What follows belongs to an exercise in optimizing a design on an open flow for small area; a production flow would make more cautious choices.
Function was checked by simulation only, so behaviour that the tests miss may differ from the original.
Power and IR drop assume default switching activity.

==> flow/design.v <==
module conv_top (
    input  logic        clk,
    input  logic        reset,
    input  logic [7:0]  in_data,
    input  logic [3:0]  in_user,
    input  logic        in_valid,
    output logic        in_ready,
    output logic [20:0] out_data,
    output logic        out_valid,
    input  logic        out_ready
);
    localparam logic [2:0] S_IDLE  = 3'd0;
    localparam logic [2:0] S_LOADW = 3'd1;
    localparam logic [2:0] S_BIAS  = 3'd2;
    localparam logic [2:0] S_PIX   = 3'd3;
    localparam logic [2:0] S_SCAN  = 3'd4;
    logic [7:0]  pr [0:26];
    logic [7:0]  wr [0:15];
    logic [4:0]  age;       
    logic [3:0]  wslot;     
    logic [2:0]  st;
    logic        done;      
    logic [1:0]  km1;       
    logic [2:0]  row, col;
    logic [7:0]  bias;
    logic [19:0] acc;
    logic        ov;
    logic [5:0]  sc;        
    logic        take, a27, a1, needwin, start, scanning, ins_p, ins_w;
    logic        ring_match, in_match, wbit, m, neg, binj, shift, last_pix;
    logic [7:0]  p_op, w_op;
    logic [2:0]  pass;
    logic [19:0] addend;
    assign a27      = (age == 5'd27);
    assign a1       = (age == 5'd1);
    assign needwin  = (row >= {1'b0, km1}) && (col >= {1'b0, km1});
    assign last_pix = (row == 3'd7) && (col == 3'd7);
    assign pass     = sc[5:3];
    always_comb begin
        case (st)
            S_LOADW: in_ready = (wslot == {row[1:0], col[1:0]});
            S_BIAS:  in_ready = 1'b1;
            S_PIX:   in_ready = a27 && (!needwin || done);
            default: in_ready = 1'b0;
        endcase
    end
    assign take  = in_valid && in_ready;
    assign ins_p = take && (st == S_PIX);
    assign ins_w = take && (st == S_LOADW);
    assign start    = (st == S_PIX) && in_valid && needwin && !done && !ov && a27 && (acc == 20'd0);
    assign scanning = start || (st == S_SCAN);
    assign ring_match = (wslot[2:0] == {age[3], age[1:0]}) && !age[2] &&
                        (age[4:3] <= km1) && (age[1:0] <= km1);
    assign in_match   = (wslot[2:0] == 3'd0) && a1;
    assign w_op       = (wslot[3] == age[4]) ? wr[15] : wr[7];
    assign wbit       = w_op[3'd7 - pass];
    assign m          = scanning && (ring_match || in_match) && wbit;
    assign neg        = (pass == 3'd0);
    assign binj       = scanning && (pass == 3'd7) && (wslot[2:0] == 3'd0) && (age == 5'd26);
    assign shift      = scanning ? (a27 && (sc[2:0] == 3'd0) && (pass != 3'd0)) : !(ov || done);
    assign p_op   = in_match ? in_data : pr[26];
    assign addend = m ? 20'($signed(p_op ^ {8{neg}})) : (binj ? 20'($signed(bias)) : 20'd0);
    always_ff @(posedge clk) begin
        pr[0] <= ins_p ? in_data : pr[26];
        for (int i = 1; i < 27; i++) pr[i] <= pr[i-1];
        wr[0] <= ins_w ? in_data : wr[15];
        for (int i = 1; i < 16; i++) wr[i] <= wr[i-1];
    end
    always_ff @(posedge clk) begin
        acc <= (shift ? {acc[18:0], 1'b0} : acc) + addend + {19'd0, m && neg};
    end
    always_ff @(posedge clk) begin
        if (take && st == S_BIAS) bias <= in_data;
    end
    always_ff @(posedge clk) begin
        if (reset) begin
            st    <= S_IDLE;
            age   <= 5'd27;
            wslot <= 4'd0;
            sc    <= 6'd0;
            done  <= 1'b0;
            ov    <= 1'b0;
        end else begin
            age   <= (a1 || ins_p) ? 5'd27 : age - 5'd1;
            wslot <= wslot + 4'd1;
            if (ov && out_ready) ov <= 1'b0;
            if (scanning && a1) sc <= sc + 6'd1;
            case (st)
                S_IDLE: if (in_valid) begin
                    km1 <= in_user[1:0] - 2'd1;
                    row <= {1'b0, in_user[1:0] - 2'd1};
                    col <= {1'b0, in_user[1:0] - 2'd1};
                    st  <= S_LOADW;
                end
                S_LOADW: if (take) begin
                    if (col[1:0] == 2'd0) begin
                        col <= {1'b0, km1};
                        if (row[1:0] == 2'd0) st <= S_BIAS;
                        else row <= row - 3'd1;
                    end else begin
                        col <= col - 3'd1;
                    end
                end
                S_BIAS: if (take) begin
                    row  <= 3'd0;
                    col  <= 3'd0;
                    done <= 1'b0;
                    st   <= S_PIX;
                end
                S_PIX: begin
                    if (take) begin
                        done <= 1'b0;
                        if (done) ov <= 1'b1;
                        col  <= col + 3'd1;
                        if (col == 3'd7) row <= row + 3'd1;
                        if (last_pix) st <= S_IDLE;
                    end else if (start) begin
                        st <= S_SCAN;
                    end
                end
                S_SCAN: if (a1 && sc == 6'd63) begin
                    st   <= S_PIX;
                    done <= 1'b1;
                end
                default: st <= S_IDLE;
            endcase
        end
    end
    assign out_data  = {acc[19], acc};
    assign out_valid = ov;
endmodule
clock: 9.0 ns
lec_check: 0
cap_margin: 20
core_margin: 2
core_utilization: 65
cts_buf_list: sky130_fd_sc_hd__clkbuf_4
cts_cluster_diameter: 40
cts_cluster_size: 12
slew_margin: 20
run.sh (not shown) runs the stock make flow with config.mk's settings and CLKGATE_MAP_FILE= SYNTH_SCRIPT=/design/flow/synth_recipe.tcl, a recipe that flattens the netlist after the stock synthesis.
The starting point finished clean.
Edit:
==> flow/flow/run.sh (new file) <==
#!/bin/bash
# The standard layout (standard.sh, the standard flow's own ORFS run), with two changes:
#  - port buffers use the smallest buffer cell instead of the flow's default pick
#  - clock tree synthesis does not add dummy loads
# Every tool's full output goes to a log file in the work folder.
set -euo pipefail
export BUFFER_PORTS_ARGS="-inputs -outputs -buffer_cell sky130_fd_sc_hd__buf_1"
export CTS_ARGS="-sink_clustering_enable -repair_clock_nets -dont_use_dummy_load -buf_list sky130_fd_sc_hd__clkbuf_4 -sink_clustering_size 12 -sink_clustering_max_diameter 40"
bash standard.sh finish > flow.log 2>&1
==> flow/standard.sh (new file) <==
#!/bin/bash
# synth_recipe.tcl (not shown) runs the flow's synth.tcl, then flattens the netlist and writes it again
# the make line also repeats each setting of config.mk as NAME=value (left out here)
make -C /OpenROAD-flow-scripts/flow DESIGN_CONFIG=/design/flow/config.mk WORK_HOME=/design/flow/orfs CLKGATE_MAP_FILE= SYNTH_SCRIPT=/design/flow/synth_recipe.tcl "${@:-finish}"
--- a/flow/config.mk
+++ b/flow/config.mk
@@ -10 +10 @@
-export CORE_UTILIZATION = 65
+export CORE_UTILIZATION = 40
removed: flow/run.sh
After rerunning: The changed run finished with timing, DRC and antenna clean; wire length falls by about 8%; core utilization falls by 30 points; hold slack loses 0.066 ns; global-route usage falls by 9.1 points; critical path depth falls by 2; clock power falls by about 19%; synthesized area does not change; power falls by about 6%; maximum frequency rises by 4.6%.
Edit:
--- a/flow/flow/run.sh
+++ b/flow/flow/run.sh
@@ -8 +8 @@
-export CTS_ARGS="-sink_clustering_enable -repair_clock_nets -dont_use_dummy_load -buf_list sky130_fd_sc_hd__clkbuf_4 -sink_clustering_size 12 -sink_clustering_max_diameter 40"
+export CTS_ARGS="-sink_clustering_enable -repair_clock_nets -dont_use_dummy_load -buf_list sky130_fd_sc_hd__clkbuf_8 -sink_clustering_size 20 -sink_clustering_max_diameter 50"
- The changed run passed the timing, DRC and antenna checks
- clock-buffer cell count went down by 17
- via count fell by 3.0%
- total power grows by 2.2%
- design area is higher by 0.53%
- synthesized cell count does not change
- utilization goes up by 0.23 points
- area after synthesis stays the same
- wire length is lower by 1.0%

---

Starts from the design.v that is shown in full above.
export LEC_CHECK = 0
export CAP_MARGIN = 20
export CORE_MARGIN = 2
export CORE_UTILIZATION = 40
export CTS_BUF_LIST = sky130_fd_sc_hd__clkbuf_4
export CTS_CLUSTER_DIAMETER = 40
export CTS_CLUSTER_SIZE = 12
export SLEW_MARGIN = 20
create_clock -name core_clock -period 9.0 [get_ports {clk}]
Stock flow here: none of the scripts above is used.
Change:
Settings changed: CTS_BUF_LIST sky130_fd_sc_hd__clkbuf_4 to sky130_fd_sc_hd__clkbuf_8, CTS_CLUSTER_DIAMETER 40 to 60, CTS_CLUSTER_SIZE 12 to 24.
What happened: The changed run finished with timing, DRC and antenna clean. Area after synthesis does not change. Routed wire length went down by 1.9%. Global-route usage falls by 0.38 points. Final area rose by 0.50%. Total power rises by about 2.5%. Combinational power hardly moves.

---

## v54
Another version of the RTL of conv_top (not shown whole).
Size in the first run: roughly 700 cells after synthesis, about 400 flip-flops, roughly 39 I/O pins, roughly 0.011 sq mm of cells after synthesis.
// conv_top
module conv_top (
    input  logic        clk,
    input  logic        reset,
    input  logic [7:0]  in_data,
    input  logic [3:0]  in_user,
    input  logic        in_valid,
    output logic        in_ready,
    output logic [20:0] out_data,
    output logic        out_valid,
    input  logic        out_ready
);
Settings: LEC_CHECK=0, CAP_MARGIN=20, CORE_MARGIN=2, CORE_UTILIZATION=40, PLACE_DENSITY=0.8, SLEW_MARGIN=20; clock period 9.0 ns.
standard.sh (not shown) runs the stock make flow with config.mk's settings and CLKGATE_MAP_FILE= SYNTH_SCRIPT=/design/flow/synth_recipe.tcl, a recipe that flattens the netlist after the stock synthesis.
==> flow/flow/run.sh <==
#!/bin/bash
# The standard layout (standard.sh, the standard flow's own ORFS run), with two changes:
#  - port buffers use the smallest buffer cell instead of the flow's default pick
#  - clock tree synthesis does not add dummy loads
# Every tool's full output goes to a log file in the work folder.
set -euo pipefail
export BUFFER_PORTS_ARGS="-inputs -outputs -buffer_cell sky130_fd_sc_hd__buf_1"
export CTS_ARGS="-sink_clustering_enable -repair_clock_nets -dont_use_dummy_load -buf_list sky130_fd_sc_hd__clkbuf_4 -sink_clustering_size 12 -sink_clustering_max_diameter 40"
bash standard.sh finish > flow.log 2>&1
v54: done, clean on timing, DRC and antenna
--- input diff v54..v47 ---
- swapping 40 for 50 in CORE_UTILIZATION
- swapping 0.8 for 0.9 in PLACE_DENSITY
First-pass GRT wire length on v47 is down relative to v54. v47 vs. v54: fraction of the cycle the final worst path needs fell by 1.0 points, achievable frequency rose by about 1.4%, fill cell instance count of the final layout fell by 602, fraction of standard cell area that is sequential rose by 0.50 points, maximum clock insertion buffer count stayed essentially flat. Status: endpoint required time on the critical path parity (v47, v54). Sort v54 and v47 by via count asc -> top: v47. Compared to v54, v47 leaves less free space in the core.
[inputs] v27 vs v47
- CTS_CLUSTER_SIZE: unset -> 12
- CORE_UTILIZATION: 50 -> 40
- PLACE_DENSITY: 0.9 -> unset
- CTS_CLUSTER_DIAMETER: unset -> 40
- CTS_BUF_LIST: unset -> sky130_fd_sc_hd__clkbuf_4
diff --git a/flow/flow/run.sh b/flow/flow/run.sh
--- a/flow/flow/run.sh
+++ b/flow/flow/run.sh
@@ -8 +8 @@
-export CTS_ARGS="-sink_clustering_enable -repair_clock_nets -dont_use_dummy_load -buf_list sky130_fd_sc_hd__clkbuf_4 -sink_clustering_size 12 -sink_clustering_max_diameter 40"
+export CTS_ARGS="-sink_clustering_enable -repair_clock_nets -dont_use_dummy_load -buf_list \"sky130_fd_sc_hd__clkbuf_4 sky130_fd_sc_hd__clkbuf_8\" -sink_clustering_buffer sky130_fd_sc_hd__clkbuf_8 -sink_clustering_size 20 -sink_clustering_max_diameter 40"
==> comparison <==
v27 closes out successfully: all stages finished, all timing, DRC and antenna checks passed.
Delta (v27 minus v47): share of the clock period used by the worst path now larger, highest achievable clock rate went down by about 2.3%, non-clock buffer total of the final layout rose about 5%.
Number of CTS-inserted buffers down 16% in v27 wrt v47
Post-layout minimum cycle time was higher in v27 than in v47.
Diff v27 and v47: insertion delay to the later sink of the worst-skew pair higher in v47
v47 ended up with met2 as its routing layer with the top usage in global route; v27 ended up with met1.
Input changes introduced in v6 (baseline for comparison: v27):
diff --git a/flow/flow/run.sh b/flow/flow/run.sh
--- a/flow/flow/run.sh
+++ b/flow/flow/run.sh
@@ -8 +8 @@
-export CTS_ARGS="-sink_clustering_enable -repair_clock_nets -dont_use_dummy_load -buf_list \"sky130_fd_sc_hd__clkbuf_4 sky130_fd_sc_hd__clkbuf_8\" -sink_clustering_buffer sky130_fd_sc_hd__clkbuf_8 -sink_clustering_size 20 -sink_clustering_max_diameter 40"
+export CTS_ARGS="-sink_clustering_enable -repair_clock_nets -dont_use_dummy_load -buf_list sky130_fd_sc_hd__clkbuf_4 -sink_clustering_size 12 -sink_clustering_max_diameter 40 -root_buf sky130_fd_sc_hd__clkbuf_8"
[summary]
The met3 usage was comparable across v6 and v27.
v6 vs. v27: final cell count without fillers went up 7; area of all placed cells without fillers went down 140 sq um; slack of the critical path went down 0.0046 ns; number of clock-tree buffers in the layout went up 7; minimum clock period after layout went up 0.0046 ns.
Area growth from synthesis to layout was higher in the run labelled v27.
On first-pass GRT wire length, the higher figure sits with v6, not v27.
The leakage power in v6 was lower than what v27 gave.

[what the ideal ports hide]
The results above use ideal ports. As a check the final layouts listed here were re-extracted and re-timed, cells and wires unchanged.
Step 1 assumes that a clkbuf_16 drives the clock port and a buf_2 every other input.
Step 2 adds t to the input delays and takes it off the output delays; t is the mean of the earliest and latest rising clock arrival at the registers after step 1. Input paths then give back, and output paths get back, about the clock's delay inside the block.
a / b / c = no drivers / after step 1 / after step 2; a / b = the first two.
run	shift t [ns]	setup slack, ns	worst setup path at the end	cell pins on the clock port's net
the first run of note 1	0.690	2.955 / 2.969 / 2.279	input to register	1
the second run of note 1	0.658	3.223 / 3.241 / 2.583	input to register	1
the third run of note 1	0.602	3.181 / 3.192 / 2.591	input to register	1
the first run of note 2	0.690	3.026 / 3.045 / 2.356	input to register	1
the second run of note 2	0.603	2.980 / 2.998 / 2.396	input to register	1
v54	0.672	2.045 / 2.063 / 1.391	input to register	1
v47	0.641	2.139 / 2.151 / 1.510	input to register	1
v27	0.551	1.978 / 1.994 / 1.443	input to register	1
v6	0.538	1.973 / 1.988 / 1.450	input to register	1
After both steps every run listed still meets setup and hold. For the first run of note 1, which loses most, drivers alone change the setup slack by +0.014 ns; drivers and shift together by -0.676 ns.
